Context: an optimization exercise on an open-source flow, tuned for a short achievable clock period and few clock cycles. The choices shown serve that exercise and are no tape-out recipe. The RTL was checked by simulation tests, not by an equivalence proof against the original design. Power is estimated from default activity; no workload was simulated.

## flow/design.v

```verilog
package rvCorePkg;
  localparam int wordW = 32;   
  typedef logic [wordW-1:0] word_t;
  typedef logic [4:0] regAddr_t;   
  localparam word_t resetPc = '0;
endpackage
package rvIsaPkg;
  typedef enum logic [6:0] {
    LUI    = 7'b0110111,
    AUIPC  = 7'b0010111,
    JAL    = 7'b1101111,
    JALR   = 7'b1100111,
    BRANCH = 7'b1100011,
    LOAD   = 7'b0000011,
    STORE  = 7'b0100011,
    I_OP   = 7'b0010011,   
    R_OP   = 7'b0110011    
  } opcode_t;
  typedef enum logic [3:0] {
    ADD, SUB, SLL, SLT, SLTU, XOR, SRL, SRA, OR, AND
  } aluOp_t;
  typedef enum logic [2:0] {
    BEQ  = 3'b000,
    BNE  = 3'b001,
    BLT  = 3'b100,
    BGE  = 3'b101,
    BLTU = 3'b110,
    BGEU = 3'b111
  } branchOp_t;
  typedef enum logic [2:0] {I_TYPE, S_TYPE, B_TYPE, U_TYPE, J_TYPE} immType_t;
  localparam logic [31:0] nopInstr = 32'h0000_0013;   
endpackage
module fetchUnit (
  input  logic  Clock,
  input  logic  rst,
  input  logic  pcEn,          
  input  logic  redirect,
  input  rvCorePkg::word_t redirectPc,
  output rvCorePkg::word_t imemAddr,
  output rvCorePkg::word_t pcQ101,
  output rvCorePkg::word_t pcPlus4Q101
);
  rvCorePkg::word_t pc;        
  rvCorePkg::word_t pcPlus4;
  assign imemAddr = pc;
  assign pcPlus4  = pc + rvCorePkg::wordW'(4);
  always_ff @(posedge Clock) begin
    if (rst) pc <= rvCorePkg::resetPc;
    else if (redirect) pc <= redirectPc;   
    else if (pcEn) pc <= pcPlus4;
  end
  always_ff @(posedge Clock) begin
    if (pcEn) begin
      pcQ101      <= pc;
      pcPlus4Q101 <= pcPlus4;
    end
  end
endmodule
module hazardUnit (
  input  logic     Clock,
  input  logic     rst,
  input  rvCorePkg::word_t    imemData,    
  input  logic     flush,       
  input  rvCorePkg::regAddr_t rdQ102,
  input  logic     loadQ102,
  output logic     pcEn,
  output rvCorePkg::word_t    instrQ101
);
  rvCorePkg::word_t prevInstr;   
  logic  stall;
  logic  replay;      
  logic  flushDly;    
  logic  rs1Hit;
  logic  rs2Hit;
  assign rs1Hit = (imemData[19:15] == rdQ102);
  assign rs2Hit = (imemData[24:20] == rdQ102);
  assign stall  = loadQ102 && (rs1Hit || rs2Hit);   
  assign pcEn   = !stall;
  always_comb begin
    if (flush || flushDly || stall) instrQ101 = rvIsaPkg::nopInstr;
    else if (replay) instrQ101 = prevInstr;   
    else instrQ101 = imemData;
  end
  always_ff @(posedge Clock) begin
    if (rst) begin
      replay   <= 1'b0;
      flushDly <= 1'b1;   
    end else begin
      replay   <= stall;
      flushDly <= flush;
    end
  end
  always_ff @(posedge Clock) prevInstr <= imemData;
endmodule
module instrDecoder (
  input  rvCorePkg::word_t     instrQ101,
  output rvCorePkg::regAddr_t  rs1,
  output rvCorePkg::regAddr_t  rs2,
  output rvCorePkg::regAddr_t  rd,
  output rvIsaPkg::aluOp_t    aluOp,
  output rvIsaPkg::branchOp_t branchOp,
  output rvCorePkg::word_t     imm,
  output logic      selAluPc,    
  output logic      selAluImm,   
  output logic      isLui,
  output logic      isBranch,
  output logic      isJump,
  output logic      isLoad,
  output logic      isStore,
  output logic      regWrEn
);
  rvIsaPkg::opcode_t    opcode;
  logic [2:0] funct3;
  logic       altFunct;   
  rvIsaPkg::immType_t   immType;
  logic       writesRd;
  assign opcode   = rvIsaPkg::opcode_t'(instrQ101[6:0]);
  assign funct3   = instrQ101[14:12];
  assign altFunct = instrQ101[30];
  assign rs1      = instrQ101[19:15];
  assign rs2      = instrQ101[24:20];
  assign rd       = instrQ101[11:7];
  assign branchOp = rvIsaPkg::branchOp_t'(funct3);
  assign selAluPc  = (opcode == rvIsaPkg::JAL || opcode == rvIsaPkg::BRANCH || opcode == rvIsaPkg::AUIPC);   
  assign selAluImm = (opcode != rvIsaPkg::R_OP);
  assign isLui     = (opcode == rvIsaPkg::LUI);
  assign isBranch  = (opcode == rvIsaPkg::BRANCH);
  assign isJump    = (opcode == rvIsaPkg::JAL || opcode == rvIsaPkg::JALR);
  assign isLoad    = (opcode == rvIsaPkg::LOAD);
  assign isStore   = (opcode == rvIsaPkg::STORE);
  assign writesRd  = (opcode == rvIsaPkg::LUI || opcode == rvIsaPkg::AUIPC || opcode == rvIsaPkg::JAL || opcode == rvIsaPkg::JALR || opcode == rvIsaPkg::LOAD || opcode == rvIsaPkg::I_OP || opcode == rvIsaPkg::R_OP);
  assign regWrEn   = writesRd && (rd != '0);   
  always_comb begin
    aluOp = rvIsaPkg::ADD;
    if ((opcode == rvIsaPkg::R_OP || opcode == rvIsaPkg::I_OP)) begin
      case (funct3)
        3'b000:  aluOp = (opcode == rvIsaPkg::R_OP && altFunct) ? rvIsaPkg::SUB : rvIsaPkg::ADD;   
        3'b001:  aluOp = rvIsaPkg::SLL;
        3'b010:  aluOp = rvIsaPkg::SLT;
        3'b011:  aluOp = rvIsaPkg::SLTU;
        3'b100:  aluOp = rvIsaPkg::XOR;
        3'b101:  aluOp = altFunct ? rvIsaPkg::SRA : rvIsaPkg::SRL;
        3'b110:  aluOp = rvIsaPkg::OR;
        default: aluOp = rvIsaPkg::AND;
      endcase
    end
  end
  always_comb begin
    case (opcode)
      rvIsaPkg::STORE:      immType = rvIsaPkg::S_TYPE;
      rvIsaPkg::BRANCH:     immType = rvIsaPkg::B_TYPE;
      rvIsaPkg::LUI, rvIsaPkg::AUIPC: immType = rvIsaPkg::U_TYPE;
      rvIsaPkg::JAL:        immType = rvIsaPkg::J_TYPE;
      default:    immType = rvIsaPkg::I_TYPE;   
    endcase
  end
  always_comb begin
    case (immType)
      rvIsaPkg::S_TYPE:  imm = {{20{instrQ101[31]}}, instrQ101[31:25], instrQ101[11:7]};
      rvIsaPkg::B_TYPE:  imm = {{20{instrQ101[31]}}, instrQ101[7], instrQ101[30:25],
                      instrQ101[11:8], 1'b0};
      rvIsaPkg::U_TYPE:  imm = {instrQ101[31:12], 12'b0};   
      rvIsaPkg::J_TYPE:  imm = {{12{instrQ101[31]}}, instrQ101[19:12], instrQ101[20],
                      instrQ101[30:21], 1'b0};
      default: imm = {{20{instrQ101[31]}}, instrQ101[31:20]};
    endcase
  end
endmodule
module regFile (
  input  logic     Clock,
  input  rvCorePkg::regAddr_t rs1,
  input  rvCorePkg::regAddr_t rs2,
  output rvCorePkg::word_t    rdData1,
  output rvCorePkg::word_t    rdData2,
  input  logic     wrEn,     
  input  rvCorePkg::regAddr_t wrAddr,
  input  rvCorePkg::word_t    wrData
);
  rvCorePkg::word_t regs [1:31];   
  function automatic rvCorePkg::word_t readPort(rvCorePkg::regAddr_t addr);
    if (addr == 5'd0) readPort = 32'd0;
    else if (wrEn && addr == wrAddr) readPort = wrData;   
    else readPort = regs[addr];
  endfunction
  always_comb begin
    rdData1 = readPort(rs1);
    rdData2 = readPort(rs2);
  end
  always_ff @(posedge Clock) begin
    if (wrEn && wrAddr != '0) regs[wrAddr] <= wrData;
  end
endmodule
module executeStage (
  input  logic      Clock,
  input  logic      rst,
  input  rvCorePkg::regAddr_t  rs1,
  input  rvCorePkg::regAddr_t  rs2,
  input  rvCorePkg::regAddr_t  rd,
  input  rvIsaPkg::aluOp_t    aluOp,
  input  rvIsaPkg::branchOp_t branchOp,
  input  rvCorePkg::word_t     imm,
  input  logic      selAluPc,
  input  logic      selAluImm,
  input  logic      isLui,
  input  logic      isBranch,
  input  logic      isJump,
  input  logic      isLoad,
  input  logic      isStore,
  input  logic      regWrEn,
  input  rvCorePkg::word_t     pcQ101,
  input  rvCorePkg::word_t     pcPlus4Q101,
  input  rvCorePkg::word_t     rdData1,
  input  rvCorePkg::word_t     rdData2,
  input  rvCorePkg::word_t     aluOutQ103,
  input  logic      fwdWrEn,
  input  rvCorePkg::regAddr_t  fwdAddr,
  input  logic      wbWrEn,
  input  rvCorePkg::regAddr_t  wbAddr,
  input  rvCorePkg::word_t     wbData,
  output logic      redirect,
  output rvCorePkg::word_t     redirectPc,
  output rvCorePkg::word_t     aluOut,
  output rvCorePkg::word_t     storeData,
  output rvCorePkg::regAddr_t  rdQ102,
  output logic      loadQ102,
  output logic      storeQ102,
  output logic      regWrEnQ102,
  output logic      linkQ102,     
  output rvCorePkg::word_t     pcPlus4Q102
);
  rvCorePkg::regAddr_t  rs1Q102;
  rvCorePkg::regAddr_t  rs2Q102;
  rvIsaPkg::aluOp_t    aluOpQ102;
  rvIsaPkg::branchOp_t branchOpQ102;
  rvCorePkg::word_t     immQ102;
  rvCorePkg::word_t     pcQ102;
  rvCorePkg::word_t     data1Q102;
  rvCorePkg::word_t     data2Q102;
  logic      selAluPcQ102;
  logic      selAluImmQ102;
  logic      luiQ102;
  logic      branchQ102;
  rvCorePkg::word_t     src1;        
  rvCorePkg::word_t     src2;
  rvCorePkg::word_t     opA;
  rvCorePkg::word_t     opB;
  logic      condMet;
  always_ff @(posedge Clock) begin
    if (rst || redirect) begin   
      branchQ102  <= 1'b0;
      linkQ102    <= 1'b0;
      loadQ102    <= 1'b0;
      storeQ102   <= 1'b0;
      regWrEnQ102 <= 1'b0;
    end else begin
      branchQ102  <= isBranch;
      linkQ102    <= isJump;
      loadQ102    <= isLoad;
      storeQ102   <= isStore;
      regWrEnQ102 <= regWrEn;
    end
  end
  always_ff @(posedge Clock) begin
    rs1Q102       <= rs1;
    rs2Q102       <= rs2;
    rdQ102        <= rd;
    aluOpQ102     <= aluOp;
    branchOpQ102  <= branchOp;
    immQ102       <= imm;
    pcQ102        <= pcQ101;
    pcPlus4Q102   <= pcPlus4Q101;
    data1Q102     <= rdData1;
    data2Q102     <= rdData2;
    selAluPcQ102  <= selAluPc;
    selAluImmQ102 <= selAluImm;
    luiQ102       <= isLui;
  end
  function automatic rvCorePkg::word_t fwdOperand(rvCorePkg::regAddr_t src, rvCorePkg::word_t regVal);
    if (fwdWrEn && fwdAddr == src) fwdOperand = aluOutQ103;
    else if (wbWrEn && wbAddr == src) fwdOperand = wbData;
    else fwdOperand = regVal;
  endfunction
  always_comb begin
    src1 = fwdOperand(rs1Q102, data1Q102);
    src2 = fwdOperand(rs2Q102, data2Q102);
  end
  assign opA       = selAluPcQ102 ? pcQ102 : src1;
  assign opB       = selAluImmQ102 ? immQ102 : src2;
  assign storeData = src2;
  always_comb begin
    case (aluOpQ102)
      rvIsaPkg::SUB:     aluOut = opA - opB;
      rvIsaPkg::SLL:     aluOut = opA << opB[4:0];   
      rvIsaPkg::SLT:     aluOut = rvCorePkg::word_t'($signed(opA) < $signed(opB));
      rvIsaPkg::SLTU:    aluOut = rvCorePkg::word_t'(opA < opB);
      rvIsaPkg::XOR:     aluOut = opA ^ opB;
      rvIsaPkg::SRL:     aluOut = opA >> opB[4:0];
      rvIsaPkg::SRA:     aluOut = $signed(opA) >>> opB[4:0];
      rvIsaPkg::OR:      aluOut = opA | opB;
      rvIsaPkg::AND:     aluOut = opA & opB;
      default: aluOut = opA + opB;   
    endcase
    if (luiQ102) aluOut = opB;   
  end
  always_comb begin
    case (branchOpQ102)
      rvIsaPkg::BEQ:     condMet = (src1 == src2);
      rvIsaPkg::BNE:     condMet = (src1 != src2);
      rvIsaPkg::BLT:     condMet = ($signed(src1) < $signed(src2));
      rvIsaPkg::BGE:     condMet = ($signed(src1) >= $signed(src2));
      rvIsaPkg::BLTU:    condMet = (src1 < src2);
      rvIsaPkg::BGEU:    condMet = (src1 >= src2);
      default: condMet = 1'b0;
    endcase
  end
  assign redirect   = linkQ102 || (branchQ102 && condMet);
  assign redirectPc = {aluOut[rvCorePkg::wordW-1:1], 1'b0};   
endmodule
module memWbStage (
  input  logic     Clock,
  input  logic     rst,
  input  rvCorePkg::word_t    aluOut,
  input  rvCorePkg::word_t    storeData,
  input  rvCorePkg::regAddr_t rdQ102,
  input  logic     loadQ102,
  input  logic     storeQ102,
  input  logic     regWrEnQ102,
  input  logic     linkQ102,
  input  rvCorePkg::word_t    pcPlus4Q102,
  output rvCorePkg::word_t    dmemAddr,
  output rvCorePkg::word_t    dmemWrData,
  output logic     dmemWrEn,
  output logic     dmemRdEn,
  input  rvCorePkg::word_t    dmemRdData,    
  output rvCorePkg::word_t    aluOutQ103,
  output logic     fwdWrEn,       
  output rvCorePkg::regAddr_t fwdAddr,
  output logic     wbWrEn,        
  output rvCorePkg::regAddr_t wbAddr,
  output rvCorePkg::word_t    wbData
);
  rvCorePkg::word_t pcPlus4Q103;
  rvCorePkg::word_t aluOutQ104;
  rvCorePkg::word_t pcPlus4Q104;
  logic  linkQ103;
  logic  loadQ104;
  logic  linkQ104;
  always_ff @(posedge Clock) begin
    if (rst) begin
      dmemWrEn <= 1'b0;
      dmemRdEn <= 1'b0;
      fwdWrEn  <= 1'b0;
      linkQ103 <= 1'b0;
      loadQ104 <= 1'b0;
      wbWrEn   <= 1'b0;
      linkQ104 <= 1'b0;
    end else begin
      dmemWrEn <= storeQ102;
      dmemRdEn <= loadQ102;
      fwdWrEn  <= regWrEnQ102;
      linkQ103 <= linkQ102;
      loadQ104 <= dmemRdEn;
      wbWrEn   <= fwdWrEn;
      linkQ104 <= linkQ103;
    end
  end
  always_ff @(posedge Clock) begin
    aluOutQ103  <= aluOut;
    dmemWrData  <= storeData;   
    fwdAddr     <= rdQ102;
    pcPlus4Q103 <= pcPlus4Q102;
    aluOutQ104  <= aluOutQ103;
    wbAddr      <= fwdAddr;
    pcPlus4Q104 <= pcPlus4Q103;
  end
  assign dmemAddr = aluOutQ103;
  assign wbData = linkQ104 ? pcPlus4Q104 :
                  loadQ104 ? dmemRdData  :
                             aluOutQ104;
endmodule
module rvCore (
  input  logic  Clock,
  input  logic  rst,
  output rvCorePkg::word_t imemAddr,     
  input  rvCorePkg::word_t imemData,     
  output rvCorePkg::word_t dmemAddr,
  output rvCorePkg::word_t dmemWrData,
  output logic  dmemWrEn,
  output logic  dmemRdEn,
  input  rvCorePkg::word_t dmemRdData    
);
  logic      pcEn;
  logic      redirect;
  rvCorePkg::word_t     redirectPc;
  rvCorePkg::word_t     pcQ101;
  rvCorePkg::word_t     pcPlus4Q101;
  rvCorePkg::word_t     instrQ101;
  rvCorePkg::regAddr_t  rs1;
  rvCorePkg::regAddr_t  rs2;
  rvCorePkg::regAddr_t  rd;
  rvIsaPkg::aluOp_t    aluOp;
  rvIsaPkg::branchOp_t branchOp;
  rvCorePkg::word_t     imm;
  logic      selAluPc;
  logic      selAluImm;
  logic      isLui;
  logic      isBranch;
  logic      isJump;
  logic      isLoad;
  logic      isStore;
  logic      regWrEn;
  rvCorePkg::word_t     rdData1;
  rvCorePkg::word_t     rdData2;
  rvCorePkg::word_t     aluOut;
  rvCorePkg::word_t     storeData;
  rvCorePkg::regAddr_t  rdQ102;
  logic      loadQ102;
  logic      storeQ102;
  logic      regWrEnQ102;
  logic      linkQ102;
  rvCorePkg::word_t     pcPlus4Q102;
  rvCorePkg::word_t     aluOutQ103;
  logic      fwdWrEn;
  rvCorePkg::regAddr_t  fwdAddr;
  logic      wbWrEn;
  rvCorePkg::regAddr_t  wbAddr;
  rvCorePkg::word_t     wbData;
  fetchUnit    fetchUnit_i    (.*);
  hazardUnit   hazardUnit_i   (.*, .flush(redirect));   
  instrDecoder instrDecoder_i (.*);
  regFile      regFile_i      (.*, .wrEn(wbWrEn), .wrAddr(wbAddr), .wrData(wbData));
  executeStage executeStage_i (.*);
  memWbStage   memWbStage_i   (.*);
endmodule
```

## flow/run.sh

```bash
#!/bin/bash
# synth_recipe.tcl (not shown) runs the flow's synth.tcl, then flattens the netlist and writes it again
# the make line also repeats each setting of config.mk as NAME=value (left out here)
make -C /OpenROAD-flow-scripts/flow DESIGN_CONFIG=/design/flow/config.mk WORK_HOME=/design/flow/orfs CLKGATE_MAP_FILE= SYNTH_SCRIPT=/design/flow/synth_recipe.tcl finish
```

## flow/config.mk

```make
export PLATFORM = sky130hd
export DESIGN_NAME = rvCore
export DESIGN_NICKNAME = rvCore
export VERILOG_FILES = /design/flow/design.v
export SDC_FILE = /design/flow/constraint.sdc
export NUM_CORES = 4
export LEC_CHECK = 0
export CAP_MARGIN = 20
export CORE_MARGIN = 2
export CORE_UTILIZATION = 40
export PLACE_DENSITY = 0.6
export SLEW_MARGIN = 20
```

## flow/constraint.sdc

```tcl
create_clock -name core_clock -period 8.0 [get_ports {Clock}]
set_input_delay 1.6000 -clock core_clock [delete_from_list [all_inputs] [get_ports {Clock}]]
set_output_delay 1.6000 -clock core_clock [all_outputs]
set_load 0.01 [all_outputs]
```

==> impl_metrics.prom <==
# TYPE chip_impl_metric gauge
chip_impl_info{name="outcome",value="no timing/DRC/antenna violations"} 1
chip_impl_metric{name="finalHoldViolCount",unit=""} 0
chip_impl_metric{name="arrival",unit="ns"} 8.32
chip_impl_metric{name="power.total",unit="mW"} 20.3
chip_impl_metric{name="globalRouteMet3Util",unit=""} 0.0840
chip_impl_metric{name="globalplace.congestion",unit=""} 1.03
chip_impl_metric{name="dpl-instance-area",unit="mm2"} 0.0808
chip_impl_metric{name="timing.slew.headroom",unit=""} 0.286
chip_impl_metric{name="chipHeight",unit="um"} 435
chip_impl_metric{name="seq_total_area_yosys",unit=""} 0.541
chip_impl_metric{name="synth_largest_type_area_fraction",unit=""} 0.426
chip_impl_metric{name="dpl.cell_count",unit=""} 9804
chip_impl_info{name="top_usage_layer",value="met2"} 1
chip_impl_metric{name="timing_worst_slew_pin_value",unit="ns"} 1.07
chip_impl_metric{name="synth_seq_cells",unit=""} 1480
chip_impl_info{name="cts_tree",value="done"} 1
chip_impl_metric{name="worst_skew_late_latency",unit="ns"} 0.85
chip_impl_metric{name="track_usage",unit=""} 0.354
chip_impl_info{name="critical-path-slowest-cell",value="sky130_fd_sc_hd__nor4_1"} 1
chip_impl_metric{name="place.detailed.hpwl",unit="um"} 230000
chip_impl_metric{name="route.detailed.drc",unit=""} 0
chip_impl_metric{name="largest_net_degree_at_the_start_of_global_routing",unit=""} 139
chip_impl_metric{name="cp_max_fo",unit=""} 33
chip_impl_metric{name="routed_wire_length_per_instance",unit="um"} 34.0
chip_impl_metric{name="clkSinkCount",unit=""} 1480
chip_impl_metric{name="place_worst_setup_slack",unit="ns"} -0.263
chip_impl_metric{name="routed_wirelength",unit="um"} 344000
chip_impl_metric{name="cts_hold_buf",unit=""} 0
chip_impl_info{name="post-synth-top-area-cell",value="sky130_fd_sc_hd__edfxtp_1"} 1
chip_impl_info{name="sort_of_element_at_the_start_of_the_critical_path",value="flop"} 1
chip_impl_info{name="hold_path_class",value="flop to flop"} 1
chip_impl_metric{name="initial_utilization",unit=""} 0.401
chip_impl_metric{name="total_die_area",unit="mm2"} 0.189
chip_impl_info{name="mostFrequentLayoutCell",value="sky130_fd_sc_hd__nand2_1"} 1
chip_impl_metric{name="post-route-util",unit=""} 0.466
chip_impl_metric{name="detail_route.iter0.violations",unit=""} 10500
chip_impl_metric{name="fin_skew",unit="ns"} 0.0435
chip_impl_info{name="critPathCaptureType",value="flop"} 1
chip_impl_metric{name="grt_remaining_overflow",unit=""} 0
chip_impl_metric{name="die_width",unit="um"} 435
chip_impl_metric{name="yosysWarnings",unit=""} 6
chip_impl_metric{name="grt_use_met1",unit=""} 0.462
chip_impl_info{name="mostFrequentLayoutCells",value="1406 x sky130_fd_sc_hd__nand2_1, 1053 x sky130_fd_sc_hd__edfxtp_1, 700 x sky130_fd_sc_hd__a21oi_1, 421 x sky130_fd_sc_hd__dfxtp_1, 395 x sky130_fd_sc_hd__mux2i_1"} 1
chip_impl_metric{name="vias_per_cell",unit=""} 6.54
chip_impl_metric{name="clock.fmax",unit="MHz"} 131
chip_impl_metric{name="timing.final.ws_setup",unit="ns"} 0.382
chip_impl_metric{name="synth_area_per_cell",unit="um2"} 10.2
chip_impl_info{name="largest_cells_by_area_after_synthesis",value="sky130_fd_sc_hd__edfxtp_1 43%, sky130_fd_sc_hd__dfxtp_1 12%, sky130_fd_sc_hd__nand2_1 7.1%, sky130_fd_sc_hd__mux2i_1 5.4%, sky130_fd_sc_hd__a21oi_1 4.7%"} 1
chip_impl_metric{name="leakage",unit="nW"} 31.8
chip_impl_metric{name="ir_worst_vdd",unit="uV"} 189
chip_impl_metric{name="final_net_count",unit=""} 7685
chip_impl_metric{name="fp.coreArea",unit="mm2"} 0.185
chip_impl_info{name="path_cells",value="xnor2_1 > and4_1 > nand2_1 > buf_12 > mux2i_1 > nor2_1 > a21oi_1 > ha_1 > nand4_1 > nor4_1 > o41a_1 > or4_1 > and3_1 > buf_4 > nand3_2 > inv_2 > buf_12 > nand2_1 > a32oi_1 > nand2_1 > a2111oi_0 > a21oi_1"} 1
chip_impl_metric{name="timing.critical_path.required",unit="ns"} 8.70
chip_impl_metric{name="count_of_flip_flops_with_a_built_in_enable_after_synthesis",unit=""} 1053
chip_impl_metric{name="fillCellCount",unit=""} 17100
chip_impl_metric{name="max_stage_delay",unit="ns"} 0.76
chip_impl_metric{name="boundaryPins",unit=""} 164
chip_impl_metric{name="synth.cell_area",unit="mm2"} 0.0742
chip_impl_info{name="setup.worst_path.class",value="flop to flop"} 1
chip_impl_info{name="cpMostUsedCell",value="sky130_fd_sc_hd__nand2_1"} 1
chip_impl_metric{name="clk_path_buf_depth",unit=""} 3
chip_impl_metric{name="clk_transition_reported_paths",unit="ns"} 0.07
chip_impl_metric{name="report.final.setup_viol",unit=""} 0
chip_impl_metric{name="synthesis.nets",unit=""} 7502
chip_impl_metric{name="async_flop_share",unit=""} 0
chip_impl_metric{name="fin_area",unit="mm2"} 0.0861
chip_impl_info{name="ys_dominant_reg_cell",value="sky130_fd_sc_hd__edfxtp_1"} 1
chip_impl_info{name="clock_tree.root_cell",value="sky130_fd_sc_hd__clkbuf_16"} 1
chip_impl_metric{name="first_pass_iters",unit=""} 6
chip_impl_metric{name="grt_antenna_before_repair",unit=""} 25
chip_impl_metric{name="row_count",unit=""} 158
chip_impl_metric{name="first_global_vias",unit=""} 61700
chip_impl_metric{name="critical_path_buf_inv_count",unit=""} 4
chip_impl_metric{name="max_cap_viol_count",unit=""} 0
chip_impl_metric{name="flow.area_growth_from_synthesis",unit="%"} 16.1
chip_impl_metric{name="first_pass_grt_wire_length",unit="um"} 474000
chip_impl_info{name="cp_top_family",value="simple AND/OR/NAND/NOR gates"} 1
chip_impl_metric{name="cts-resized-gates",unit=""} 0
chip_impl_metric{name="groute.layer.met2.usage",unit=""} 0.523
chip_impl_metric{name="final_period_minus_worst_setup_slack",unit="ns"} 7.62
chip_impl_metric{name="cts-htree-levels",unit=""} 4
chip_impl_metric{name="ant_nets",unit=""} 0
chip_impl_metric{name="finalCritPeriodShare",unit=""} 0.952
chip_impl_metric{name="power-per-cell-area",unit="mW/mm2"} 236
chip_impl_info{name="grt_setup_unrepaired",value="no"} 1
chip_impl_metric{name="syn_inst",unit=""} 7304
chip_impl_metric{name="drive_gt1_frac",unit=""} 0.117
chip_impl_metric{name="synth.distinct_cells",unit=""} 100
chip_impl_metric{name="final_max_slew_viol_count",unit=""} 0
chip_impl_metric{name="post_cts.repair.setup_buffers",unit=""} 0
chip_impl_metric{name="cts_inserted_buffers",unit=""} 161
chip_impl_metric{name="port-buffer-count",unit=""} 162
chip_impl_metric{name="final-instance-count-excl-fill",unit=""} 10100
chip_impl_metric{name="routed-via-count",unit=""} 66200
-- synthesized netlist by cell type, types with 73 or more instances --
library cell,instances
sky130_fd_sc_hd__edfxtp_1,1053
sky130_fd_sc_hd__clkbuf_1,390
sky130_fd_sc_hd__dfxtp_1,427
sky130_fd_sc_hd__xnor2_1,84
sky130_fd_sc_hd__ha_1,130
sky130_fd_sc_hd__nand3_1,216
sky130_fd_sc_hd__a221oi_1,98
sky130_fd_sc_hd__a211oi_1,73
sky130_fd_sc_hd__o21ai_0,347
sky130_fd_sc_hd__nor3_1,103
sky130_fd_sc_hd__a31oi_1,148
sky130_fd_sc_hd__a21oi_1,701
sky130_fd_sc_hd__nor2_1,283
sky130_fd_sc_hd__mux2_2,75
sky130_fd_sc_hd__buf_2,102
sky130_fd_sc_hd__inv_1,148
sky130_fd_sc_hd__nand2_1,1407
sky130_fd_sc_hd__a32oi_1,125
sky130_fd_sc_hd__mux2i_1,400
-- layer usage --
layer	up-vias	wire, um
li1	27600	-
met1	32500	131000
met2	4908	147000
met3	1085	40100
met4	28	26300
met5	-	205
-- power by group --
part	total, mW	switching, mW	internal [mW]	leakage (nW)
logic	3.65	2.57	1.08	15.9
clock network	7.61	3.27	4.34	2.61
registers	9.03	0.271	8.76	13.2
-- flip-flops by register name, indices dropped and copies added (netlist names), 32 cells and up --
| register | flops |
|---|---|
| memWbStage_i.aluOutQ104 | 32 |
| regFile_i.regs | 992 |
| hazardUnit_i.prevInstr | 32 |
| executeStage_i.immQ102 | 32 |
| memWbStage_i.aluOutQ103 | 32 |
| memWbStage_i.dmemWrData | 32 |
| executeStage_i.data1Q102 | 32 |
| executeStage_i.data2Q102 | 32 |
-- kinds of logic (layout without fill, tap and decap cells) --
kind of cell             count (synthesis)  after routing  share of synthesized area
flip-flops                            1480           1480                      0.541
multiplexers                           483            483                     0.0675
AND/OR/NAND/NOR                       2287           2287                      0.132
AO/OA/AOI/OAI                         2083           2083                      0.183
adder cells (fa/ha/maj)                132            132                     0.0225
XOR/XNOR                               119            119                     0.0140
buffers and inverters                  719           1038                     0.0392
other                                    1             14                  0.0000505
-- area by class of cell --
class	count	area [um2]	share of cell area
flip-flops and latches	1480	40200	0.467
diodes	13	32.5	0.000378
multi-input cells	5105	31700	0.368
repair buffers	579	5140	0.0597
inverters	160	623	0.00724
clock buffers	222	4440	0.0516
well taps	2480	3100	0.0360
clock inverters	77	895	0.0104
-- worst reg2reg max path, cell delays in order (launching register included) --
cell and delay (ns):
sky130_fd_sc_hd__dfxtp_1 0.69, sky130_fd_sc_hd__xnor2_1 0.21, sky130_fd_sc_hd__and4_1 0.39, sky130_fd_sc_hd__nand2_1 0.43, sky130_fd_sc_hd__buf_12 0.35, sky130_fd_sc_hd__mux2i_1 0.21
sky130_fd_sc_hd__nor2_1 0.07, sky130_fd_sc_hd__a21oi_1 0.59, sky130_fd_sc_hd__ha_1 0.26, sky130_fd_sc_hd__nand4_1 0.17, sky130_fd_sc_hd__nor4_1 0.76, sky130_fd_sc_hd__o41a_1 0.35
sky130_fd_sc_hd__or4_1 0.15, sky130_fd_sc_hd__and3_1 0.34, sky130_fd_sc_hd__buf_4 0.27, sky130_fd_sc_hd__nand3_2 0.35, sky130_fd_sc_hd__inv_2 0.27, sky130_fd_sc_hd__buf_12 0.34
sky130_fd_sc_hd__nand2_1 0.21, sky130_fd_sc_hd__a32oi_1 0.23, sky130_fd_sc_hd__nand2_1 0.12, sky130_fd_sc_hd__a2111oi_0 0.56, sky130_fd_sc_hd__a21oi_1 0.16
-- worst paths after layout --
path / start / end / slack, ns / cells past startpoint
max: memWbStage_i.wbAddr[2]$_DFF_P_ / executeStage_i.data2Q102[13]$_SDFF_PN0_ / 0.38 / 22
min: memWbStage_i.pcPlus4Q103[6]$_DFF_P_ / memWbStage_i.pcPlus4Q104[6]$_DFF_P_ / 0.32 / 0
max reg2reg: memWbStage_i.wbAddr[2]$_DFF_P_ / executeStage_i.data2Q102[13]$_SDFF_PN0_ / 0.38 / 22
min reg2reg: memWbStage_i.pcPlus4Q103[6]$_DFF_P_ / memWbStage_i.pcPlus4Q104[6]$_DFF_P_ / 0.32 / 0
-- per-stage QoR --
step                      setup TNS, ns  hold WS [ns]
final                                 0         0.317
after global routing                  0         0.310
after CTS                             0         0.315
after detailed placement          -3.63         0.312
after global placement           -0.619         0.310
after floorplan                       0         0.310
Testbench counts, summed over its fixed seeds: cycles 56,978.

-- static timing again, ports no longer ideal --
The flow's constraints put no driver on any port. The routed layout listed below was extracted and timed again, unchanged, in two steps.
Step 1, drivers: a clkbuf_16 drives Clock and a buf_2 each remaining input, both assumed.
Step 2, shift: input delay + t, output delay - t, t = (earliest + latest rising clock arrival at the registers) / 2. This alone moves slack from input paths to output paths.
Three values: ideal, step 1, step 2; two values: the first two.
t (ns): 0.915
slack for setup (ns): 0.382 / 0.382 / -0.082
hold slack, ns: 0.317 / 0.317 / 0.317
worst setup path at the end: input to register
worst slew at a driven data input, ns: 0.18
Met with ideal ports but missed after step 2: setup timing in this run. For this run, drivers alone change the setup slack by 0.000 ns; drivers and shift together by -0.464 ns.
